This is an optimization exercise on Yosys and OpenROAD, whose aim is small area and a short achievable clock period, not a production implementation. Function was not checked in any run shown here: the RTL went through the layout flow alone. No activity file was given, so power comes from the tool's default toggle rates.

## flow/design.v (module list and top-level ports; edited modules follow where they fit)
// module pipe_mul: 4648 lines
// module pm_fa: 10 lines
// module pm_ha: 9 lines
module pipe_mul #(
    parameter int XLEN   = 32,
    parameter int STAGES = 4,
    parameter int TAG_W  = 4
) (
    input  logic                clk_i,
    input  logic                rst_i,
    input  logic                req_i,
    input  logic                flush_i,
    input  logic [1:0]          op_i,
    input  logic [XLEN-1:0]     a_i,
    input  logic [XLEN-1:0]     b_i,
    input  logic [TAG_W-1:0]    tag_i,
    output logic                ready_o,
    output logic [XLEN-1:0]     result_o,
    output logic [2*XLEN-1:0]   product_o,
    output logic [TAG_W-1:0]    tag_o,
    output logic                busy_o
);
  // ...
==> flow/flow/run.sh <==
#!/bin/bash
# Standard layout with plain buf_2 port buffers and a clock tree without
# dummy loads; timing repair aims past the design's period (the SDC and its
# period are unchanged).
export BUFFER_PORTS_ARGS="-buffer_cell sky130_fd_sc_hd__buf_2"
export CTS_ARGS="-sink_clustering_enable -repair_clock_nets -sink_clustering_size 16 -sink_clustering_max_diameter 40 -buf_list {sky130_fd_sc_hd__clkbuf_4 sky130_fd_sc_hd__clkbuf_8} -dont_use_dummy_load"
bash standard.sh SETUP_SLACK_MARGIN=5.4 finish > standard.log 2>&1
==> flow/standard.sh <==
#!/bin/bash
# synth_recipe.tcl (not shown) runs the flow's synth.tcl, then flattens the netlist and writes it again
# the make line also repeats each setting of config.mk as NAME=value (left out here)
make -C /OpenROAD-flow-scripts/flow DESIGN_CONFIG=/design/flow/config.mk WORK_HOME=/design/flow/orfs CLKGATE_MAP_FILE= SYNTH_SCRIPT=/design/flow/synth_recipe.tcl "${@:-finish}"
==> flow/config.mk <==
export PLATFORM = sky130hd
export DESIGN_NAME = pipe_mul
export DESIGN_NICKNAME = pipe_mul
export VERILOG_FILES = /design/flow/design.v
export SDC_FILE = /design/flow/constraint.sdc
export NUM_CORES = 4
export LEC_CHECK = 0
export ABC_AREA = 1
export CAP_MARGIN = 20
export CORE_MARGIN = 2
export CORE_UTILIZATION = 40
export CTS_BUF_LIST = sky130_fd_sc_hd__clkbuf_4 sky130_fd_sc_hd__clkbuf_8
export CTS_CLUSTER_DIAMETER = 40
export CTS_CLUSTER_SIZE = 16
export SETUP_SLACK_MARGIN = 5
export SLEW_MARGIN = 20
export SYNTH_HIERARCHICAL = 1
==> flow/constraint.sdc <==
create_clock -name core_clock -period 8.5 [get_ports {clk_i}]
set_input_delay 1.7000 -clock core_clock [delete_from_list [all_inputs] [get_ports {clk_i}]]
set_output_delay 1.7000 -clock core_clock [all_outputs]
set_load 0.01 [all_outputs]
==> results.json, run 1 <==
{
  "drv_slew": 0,
  "p_seq_mw": 3.36,
  "synth-compound-area-share": 0.123,
  "num-nonclk-inverters": 198,
  "synth_area_leaders": "fa_1 (29%), dfxtp_1 (27%), xor2_1 (14%)",
  "syn_inst": 3306,
  "clock.fmax_ghz": 0.303,
  "clock_latency_ns": 0.69,
  "setup_tns_ns": 0,
  "setup_viol": 0,
  "synth_edf_count": 0,
  "final-seq-area_um2": 9400,
  "grt_start_max_net_pins": 61,
  "final_area_um2": 38900,
  "multi_input_area_share": 0.588,
  "crit_family": "flip-flops",
  "fin_crit_ns": 3.30,
  "cp_max_fo": 4,
  "p_comb_frac": 0.659,
  "avgSynthCellArea_um2": 10.2,
  "p_leak_nw": 17.0,
  "buffers_excl_clock": 373,
  "start_util": 0.403,
  "run_status": "complete, no violations",
  "grt_pass1_vias": 25713,
  "n_sequential_cell": 454,
  "multi_input_area_um2": 22900,
  "synth.largest_area_cell": "fa_1",
  "period_share": 0.388,
  "hold_buffers": 0,
  "dominant_cells": "multi-input combinational cells",
  "wl_per_cell_um": 24.9,
  "dp_cells": 4288,
  "worst-r2r-cell-count": 7,
  "drt-met1-wl_um": 44500,
  "num_tap_cells": 1080,
  "io_pins": 176,
  "finish.cell_count_without_fillers": 4520,
  "ys_ff_latch": 454,
  "ant_nets": 0
}
==> run 2, diff against run 1 <==
--- a/flow/design.v
+++ b/flow/design.v
@@ -4628,29 +4628,27 @@
         r3_w1643 <= w1643;
         r3_w1642 <= w1642;
         r1_w3 <= w3;
         r2_r1_w3 <= r1_w3;
         r3_r2_r1_w3 <= r2_r1_w3;
     end
     logic [63:0] w_prod;
     assign w_prod = {w2192, w2191, w2190, w2189, w2188, w2187, w2186, w2185, w2184, w2183, w2182, w2181, w2180, w2179, w2178, w2177, w2176, w2175, w2174, w2173, w2172, w2171, w2170, w2169, w2168, w2167, w2166, w2165, w2164, w2163, w2162, w2161, w2160, w2159, w2158, w2157, w2156, w2155, w2154, w2153, w2152, w2151, w2150, w2149, w2148, w2147, w2146, w2145, w2144, w2143, w2142, w2141, w1752, r3_w1655, r3_w1653, r3_w1651, r3_w1649, r3_w1647, r3_w1645, r3_r2_w1139, r3_r2_w1137, r3_r2_w1135, r3_r2_w1133, r3_r2_w1131};
-    logic w_ld, w_hold;
-    logic [3:0] r_sel_lo;
+    logic w_ld, w_hold, r_sel_lo, r_sel_hi;
     assign w_ld   = rst_i & r_vld[3] & ~flush_i;
     assign w_hold = rst_i & ~(r_vld[3] & ~flush_i);
     always_ff @(posedge clk_i) begin
         ready_o   <= w_ld;
-        r_sel_lo  <= ({4{r3_r2_r1_w3}} & {4{w_ld}}) | (r_sel_lo & {4{w_hold}});
+        r_sel_lo  <= (r3_r2_r1_w3 & w_ld) | (r_sel_lo & w_hold);
+        r_sel_hi  <= (~r3_r2_r1_w3 & w_ld) | (r_sel_hi & w_hold);
         tag_o     <= (r_tag[3] & {4{w_ld}}) | (tag_o & {4{w_hold}});
         product_o <= (w_prod & {64{w_ld}}) | (product_o & {64{w_hold}});
     end
-    for (genvar k = 0; k < 32; k++) begin : g_res
-        assign result_o[k] = r_sel_lo[k / 8] ? product_o[k] : product_o[k + 32];
-    end
+    assign result_o = (product_o[31:0] & {32{r_sel_lo}}) | (product_o[63:32] & {32{r_sel_hi}});
 endmodule
 module pm_fa (
     input  logic a,
     input  logic b,
     input  logic c,
     output logic s,
     output logic co
 );
==> flow/flow/run.sh (replaced) <==
#!/bin/bash
# Standard layout with plain buf_2 port buffers and a clock tree without
# dummy loads; timing repair aims past the design's period (the SDC and its
# period are unchanged).
export BUFFER_PORTS_ARGS="-buffer_cell sky130_fd_sc_hd__buf_2"
export CTS_ARGS="-sink_clustering_enable -repair_clock_nets -sink_clustering_size 16 -sink_clustering_max_diameter 40 -buf_list {sky130_fd_sc_hd__clkbuf_4 sky130_fd_sc_hd__clkbuf_8} -dont_use_dummy_load"
bash standard.sh SETUP_SLACK_MARGIN=5.3 finish > standard.log 2>&1
==> run 2 against run 1 <==
Compared with the run above: still clean on timing, DRC and antenna; via count down 2.3%; clock power up 3%; final area down 4.4%; synthesized cell count up 1.1%; sequential share of layout area up 0.75 points; global-route usage down 1.1 points; cell count down 1.4%; die area down 0.78%.
==> results.json, run 2 <==
{
  "ys_seq_area_frac": 0.271,
  "setup_viol": 0,
  "dp_hpwl_um": 66500,
  "synthTopCellsByCount": "xor2_1 (545), o22ai_1 (533), fa_1 (481), dfxtp_1 (452), nand2_1 (282)",
  "regMostFlops": "product_o",
  "grt_pass1_wl_um": 157000,
  "timing.final.ws_setup_ns": 5.10,
  "yosysMostFrequentCell": "xor2_1",
  "drt-total-wl_um": 106000,
  "synth.largest_area_cell": "fa_1",
  "wl_per_cell_um": 23.8,
  "ys_types": 39,
  "clock.fmax_ghz": 0.294,
  "final_common_cell": "xor2_1",
  "period_share": 0.400,
  "drv_slew": 0,
  "grt_setup_unrepaired": "yes",
  "clock_latency_ns": 0.70,
  "grt_overflow_total": 0,
  "grt_start_max_net_pins": 39,
  "nFillCells": 7794,
  "synth_warnings": 8,
  "maxSlewHeadroom": 0.533,
  "critPathMostFrequentCell": "buf_6",
  "required_ns": 6.80,
  "place.gp.congestion": 0.870,
  "synth_area_leaders": "fa_1 (29%), dfxtp_1 (27%), xor2_1 (14%)",
  "nets": 4050,
  "cts.reportedPaths.clkPinSlew_ns": 0.09,
  "synth.top_cell.area_share": 0.288,
  "avgSynthCellArea_um2": 9.99,
  "maxCapViolCount": 0,
  "top_regs": "product_o x64, r_tag x12, tag_o x4",
  "cp_max_fo": 5,
  "synth_edf_count": 0,
  "port-buffer-count": 175,
  "numClockSinks": 452,
  "ys_ff_latch": 452,
  "ctsHtreeMaxLevel": 3,
  "synth_area_um2": 33400,
  "synth-main-ff-cell": "dfxtp_1",
  "drive_above_1_share": 0.152,
  "cts_buffer_depth": 3,
  "coreArea_um2": 82400,
  "cts_made_buffers": 78,
  "path_cells": "clkinvlp_4, buf_6, buf_6, o22ai_2, buf_2",
  "num_rows": 105,
  "syn_inst": 3342,
  "dieArea_um2": 85800,
  "cp.arrival_ns": 1.70,
  "ys_async_sr_fraction": 0,
  "clockRootBuffer": "clkbuf_8",
  "antenna_found_initial": 8,
  "setup_tns_ns": 0,
  "grt_pass1_vias": 25854,
  "ant_nets": 0,
  "start_util": 0.405,
  "via_per_inst": 5.67,
  "hold_buffers": 0,
  "io_pins": 176,
  "cts_tree": "built",
  "drc": 0,
  "fin_crit_ns": 3.40,
  "via_count": 25285,
  "crit_type": "reg -> out",
  "utilization": 0.452,
  "largest_reg_flops": 64,
  "finClkSkew_ns": 0.118,
  "critPathLaunchType": "register",
  "cpPeakStageDelay_ns": 0.36,
  "dr.first_iter.drc_count": 2458,
  "hold_viol": 0,
  "die_w_um": 293,
  "p_per_area_nw_per_um2": 379,
  "layout_common_cells": "xor2_1 (543), o22ai_1 (525), fa_1 (479), dfxtp_1 (362), nand2_1 (280)",
  "rrSetupSlack_ns": 5.31,
  "hold_path_class": "reg -> reg",
  "area_growth_pct": 11.4,
  "max_slew.worst_pin.slew_ns": 0.700,
  "slowest_stage": "dfxtp_4",
  "dp_slack_ns": 4.67,
  "first_pass_iters": 5,
  "cp-end-kind": "output port",
  "synth_nets": 4009,
  "p_leak_nw": 16.0,
  "groute.usage.overall": 0.237,
  "die_y_um": 293,
  "ir_worst_vdd_mv": 0.185,
  "run_status": "complete, no violations"
}
-- run 2: routing by layer --
metal,GRT usage,part of all wire,vias to the layer above
met5,0,0.00076,-
met4,0.0802,0.035,6
met3,0.0669,0.11,267
met2,0.369,0.45,1558
met1,0.317,0.41,12379
li1,-,-,11075
-- run 2: cells by family (layout without fill, tap and decap cells) --
kind of cell | count (synthesis) | count (layout) | share of synthesized area
xor+xnor | 560 | 560 | 0.147
compound gates | 686 | 686 | 0.125
other cells | 0 | 6 | 0
simple gates | 509 | 509 | 0.0635
fa+ha+maj | 593 | 593 | 0.330
buf+inv | 542 | 581 | 0.0630
flops | 452 | 452 | 0.271
-- run 2: final timing paths --
| kind | start | end | cells past startpoint |
|---|---|---|---|
| worst max register to register | r2_r1_w420 | r3_w1263 | 7 |
| worst min register to register | r1_b_i_29 | r2_r1_b_i_29 | 0 |
| worst max-delay path | r_sel_lo | result_o[11] | 5 |
| worst min-delay path | r1_b_i_29 | r2_r1_b_i_29 | 0 |
-- run 2: worst max-delay path, delay by kind of cell, from the launching register on --
kind | cells | cell delay, ns
AOI/OAI and AO/OA | 1 | 0.14
buffers and inverters | 4 | 0.55
DFF | 1 | 0.36
-- run 2: power by group --
part	leakage (nW)	internal [mW]	switching, mW
registers	3.79	2.91	0.454
clock network	0.561	0.800	0.777
logic	11.7	3.87	5.29
-- run 2: modules after synthesis (local to each module, per instance) --
| module | cells inside | area (um2) | copies in the design | flops+latches |
|---|---|---|---|---|
| pm_fa | 1 | 20.0 | 475 | 0 |
| pm_ha | 1 | 12.5 | 46 | 0 |
| pipe_mul | 2821 | 23300 | 1 | 452 |
-- run 2: per-stage QoR --
stage | area [um2] | total power [mW] | std cells | hold slack, ns
floorplan | 33400 | 9.31 | 3342 | 0.310
detailed placement | 34700 | 12.2 | 4314 | 0.312
global placement | 34700 | 12.1 | 4314 | 0.312
finish | 37200 | 14.1 | 4457 | 0.279
global route | 37200 | 15.4 | 4452 | 0.270
CTS | 36300 | 13.9 | 4415 | 0.275
-- run 2: final cells by class --
type | instances | area (um2) | share of cell area
diodes | 6 | 15.0 | 0.000404
clock buffers | 78 | 1070 | 0.0289
inverters | 225 | 857 | 0.0230
multi-input cells | 2348 | 22400 | 0.602
flip-flops and latches | 452 | 9260 | 0.249
well taps | 1070 | 1340 | 0.0360
repair buffers | 277 | 2250 | 0.0606
repair inverters | 1 | 7.51 | 0.000202
-- run 2: repair_timing --
action | CTS | global route
endpoints found under the setup margin | 137 | 108
pin swaps | 15 | 1
cloned | 4 | 0
setup buffers | 19 | 36
resized for setup | 129 | 63
==> run 3, diff against run 2 <==
--- a/flow/flow/run.sh
+++ b/flow/flow/run.sh
@@ -5,3 +5,3 @@
 export BUFFER_PORTS_ARGS="-buffer_cell sky130_fd_sc_hd__buf_2"
 export CTS_ARGS="-sink_clustering_enable -repair_clock_nets -sink_clustering_size 16 -sink_clustering_max_diameter 40 -buf_list {sky130_fd_sc_hd__clkbuf_4 sky130_fd_sc_hd__clkbuf_8} -dont_use_dummy_load"
-bash standard.sh SETUP_SLACK_MARGIN=5.3 finish > standard.log 2>&1
+bash standard.sh SETUP_SLACK_MARGIN=5.2 finish > standard.log 2>&1
==> run 3 against run 2 <==
Compared with the run above: setup slack lost 0.0046 ns; synthesized cell count is the same; routed wire length fell by 2.9%; synthesized area unchanged; sequential power increased by 1%; critical path depth stayed put; core utilization shrank 0.92 points; largest power group unchanged; global-route usage shrank 0.16 points.
==> results.json, run 3 <==
{
  "syn_inst": 3342,
  "groute.usage.overall": 0.235,
  "cp_max_fo": 4,
  "dieArea_um2": 85800,
  "port-buffer-count": 175,
  "yosysMostFrequentCell": "xor2_1",
  "largest_reg_flops": 64,
  "hold_end": "r2_r1_b_i_29",
  "worst-r2r-cell-count": 6,
  "numClockSinks": 452,
  "hold_path_class": "reg -> reg",
  "wl_per_cell_um": 23.4,
  "crit_type": "reg -> out",
  "drt-total-wl_um": 103000,
  "critPathMostFrequentCell": "buf_6",
  "cts_made_buffers": 78,
  "run_status": "complete, no violations",
  "synth-main-ff-cell": "dfxtp_1",
  "min_from": "r1_b_i_29",
  "ctsHtreeMaxLevel": 3,
  "regMostFlops": "product_o",
  "synth_area_um2": 33400,
  "grt_pass1_wl_um": 156000,
  "setup_tns_ns": 0,
  "path_cells": "buf_6, clkinvlp_4, buf_6, o22ai_2, buf_2",
  "hold_depth": 0,
  "die_y_um": 293,
  "cp-end-kind": "output port",
  "drv_slew": 0,
  "coreArea_um2": 82400,
  "rrSetupSlack_ns": 5.24,
  "ir_worst_vdd_mv": 0.179,
  "cp.arrival_ns": 1.71,
  "max_slew.worst_pin.slew_ns": 0.724,
  "cpPeakStageDelay_ns": 0.36,
  "grt_overflow_total": 0,
  "clock_latency_ns": 0.70,
  "cts.reportedPaths.clkPinSlew_ns": 0.09,
  "fin_crit_ns": 3.41,
  "synth.top_cell.area_share": 0.288,
  "die_w_um": 293,
  "fin_hold_ws_ns": 0.279,
  "avgSynthCellArea_um2": 9.99,
  "cts_buffer_depth": 3,
  "critPathLaunchType": "register",
  "cts_tree": "built",
  "maxSlewHeadroom": 0.516,
  "hold_viol": 0,
  "nets": 4012,
  "final_area_um2": 36400,
  "period_share": 0.401,
  "nFillCells": 7855,
  "ys_ff_latch": 452,
  "ys_types": 39,
  "dr.first_iter.drc_count": 2284,
  "ys_seq_area_frac": 0.271,
  "setup_viol": 0,
  "utilization": 0.442,
  "drive_above_1_share": 0.139,
  "via_count": 24928,
  "hold_buffers": 0,
  "area_growth_pct": 9.13,
  "synth_nets": 4009,
  "place.gp.congestion": 0.870,
  "io_pins": 176,
  "synth_area_leaders": "fa_1 (29%), dfxtp_1 (27%), xor2_1 (14%)",
  "maxCapViolCount": 0,
  "slowest_stage": "dfxtp_4",
  "clock.fmax_ghz": 0.294,
  "final_common_cell": "xor2_1",
  "r2r-start": "r2_r1_w6",
  "drc": 0,
  "top_regs": "product_o x64, r_tag x12, tag_o x4",
  "finClkSkew_ns": 0.118,
  "p_per_area_nw_per_um2": 384,
  "num_rows": 105,
  "dpl_cell_area_um2": 34700,
  "grt_setup_unrepaired": "yes",
  "grt_pass1_vias": 25837,
  "r2r-end": "r3_w1309",
  "p_leak_nw": 15.7,
  "grt_start_max_net_pins": 39,
  "synth_warnings": 8,
  "start_util": 0.405,
  "via_per_inst": 5.64,
  "dp_hpwl_um": 66500,
  "synth_edf_count": 0,
  "ys_async_sr_fraction": 0,
  "antenna_found_initial": 7,
  "synthTopCellsByCount": "xor2_1 (545), o22ai_1 (533), fa_1 (481), dfxtp_1 (452), nand2_1 (282)",
  "layout_common_cells": "xor2_1 (545), o22ai_1 (527), fa_1 (480), dfxtp_1 (365), nand2_1 (281)",
  "first_pass_iters": 7,
  "ant_nets": 0,
  "total_power_mw": 14.0,
  "required_ns": 6.80,
  "clockRootBuffer": "clkbuf_8",
  "synth.largest_area_cell": "fa_1"
}
==> run 3: final cells by class <==
| type | count | area, um2 | share of cell area |
|---|---|---|---|
| multi-input cells | 2348 | 22300 | 0.613 |
| flip-flops and latches | 452 | 9230 | 0.253 |
| repair buffers | 239 | 1590 | 0.0435 |
| well taps | 1070 | 1340 | 0.0367 |
| clock buffers | 78 | 1070 | 0.0295 |
| inverters | 225 | 857 | 0.0235 |
| repair inverters | 1 | 7.51 | 0.000206 |
| diodes | 3 | 7.51 | 0.000206 |
==> run 3: worst max path at each step <==
stage | from | to | slack, ns | cells after the start
after global placement | rst_i | tag_o[2] | 4.71 | 8
after detailed placement | rst_i | tag_o[2] | 4.67 | 8
final | r_sel_lo | result_o[5] | 5.09 | 5
after global routing | r_sel_lo | result_o[5] | 5.03 | 5
after CTS | r_sel_lo | result_o[8] | 5.07 | 5
after floorplan | r1_b_i_3 | r2_w809 | 5.36 | 7
==> run 3: repair_timing <==
item                                    4_1_cts  5_1_grt
hold endpoints to repair                      0        0
resized for setup                           102       48
pin swaps                                    10        5
endpoints found under the setup margin      119       85
gates cloned                                  3        1
setup buffers                                11        6
==> run 3: report_power, final <==
| part | leakage (nW) | internal [mW] | switching [mW] |
|---|---|---|---|
| Clock | 0.561 | 0.800 | 0.774 |
| Combinational | 11.3 | 3.80 | 5.19 |
| Sequential | 3.79 | 2.92 | 0.499 |
| Total | 15.7 | 7.52 | 6.46 |
==> run 3: metal layers <==
layer,share of wire,track usage
met1,0.42,0.315
met2,0.45,0.365
met3,0.11,0.0678
met4,0.024,0.0777
met5,0.00029,0
==> run 3: per-module statistics from Yosys (local to each module, per instance) <==
| module | cell area, um2 | cells inside |
|---|---|---|
| pipe_mul | 23300 | 2821 |
| pm_fa | 20.0 | 1 |
| pm_ha | 12.5 | 1 |
==> run 3: critical path, delay by kind of cell, from the launching register on <==
kind	cells	cell delay [ns]
buf+inv	4	0.55
compound gates	1	0.15
flops	1	0.36
==> run 3: logic make-up (layout without fill, tap and decap cells) <==
family	count (synthesis)	after routing	synth area share
adders and majority gates	593	593	0.330
xor gates and xnor gates	560	560	0.147
DFF	452	452	0.271
AOI/OAI and AO/OA	686	686	0.125
buffers and inverters	542	543	0.0630
other	0	3	0
and+or+nand+nor	509	509	0.0635
==> run 3: metrics by stage <==
step	instances	setup slack, ns
4_1_cts	4406	5.07
2_1_floorplan	3342	5.36
6_report	4416	5.09
5_1_grt	4414	5.03
3_5_place_dp	4314	4.67
3_3_place_gp	4314	4.71

## what the ideal ports hide
Ports are ideal in the flow. The routed layouts listed here were re-timed in OpenROAD.
Step 1 sets driving cells, clkbuf_16 on the clock port and buf_2 on the other inputs (assumed; they add their load-dependent delay and slew).
Step 2 adds t to the input delays and takes it off the output delays; t is the mean of the earliest and latest rising clock arrival at the registers after step 1. Input paths then give back, and output paths get back, about the clock's delay inside the block.
a / b / c = no drivers / after step 1 / after step 2; a / b = the first two.
| run | t (ns) | slack for setup (ns) | hold WS [ns] |
|---|---|---|---|
| run 1 | 0.699 | 5.205 / 5.141 / 4.902 | 0.256 / 0.256 / 0.256 |
| run 2 | 0.706 | 5.099 / 5.034 / 4.892 | 0.279 / 0.279 / 0.279 |
| run 3 | 0.704 | 5.095 / 5.028 / 4.899 | 0.279 / 0.279 / 0.279 |
After both steps every run listed still meets setup and hold. For run 1, which loses most, drivers alone change the setup slack by -0.064 ns; drivers and shift together by -0.303 ns.
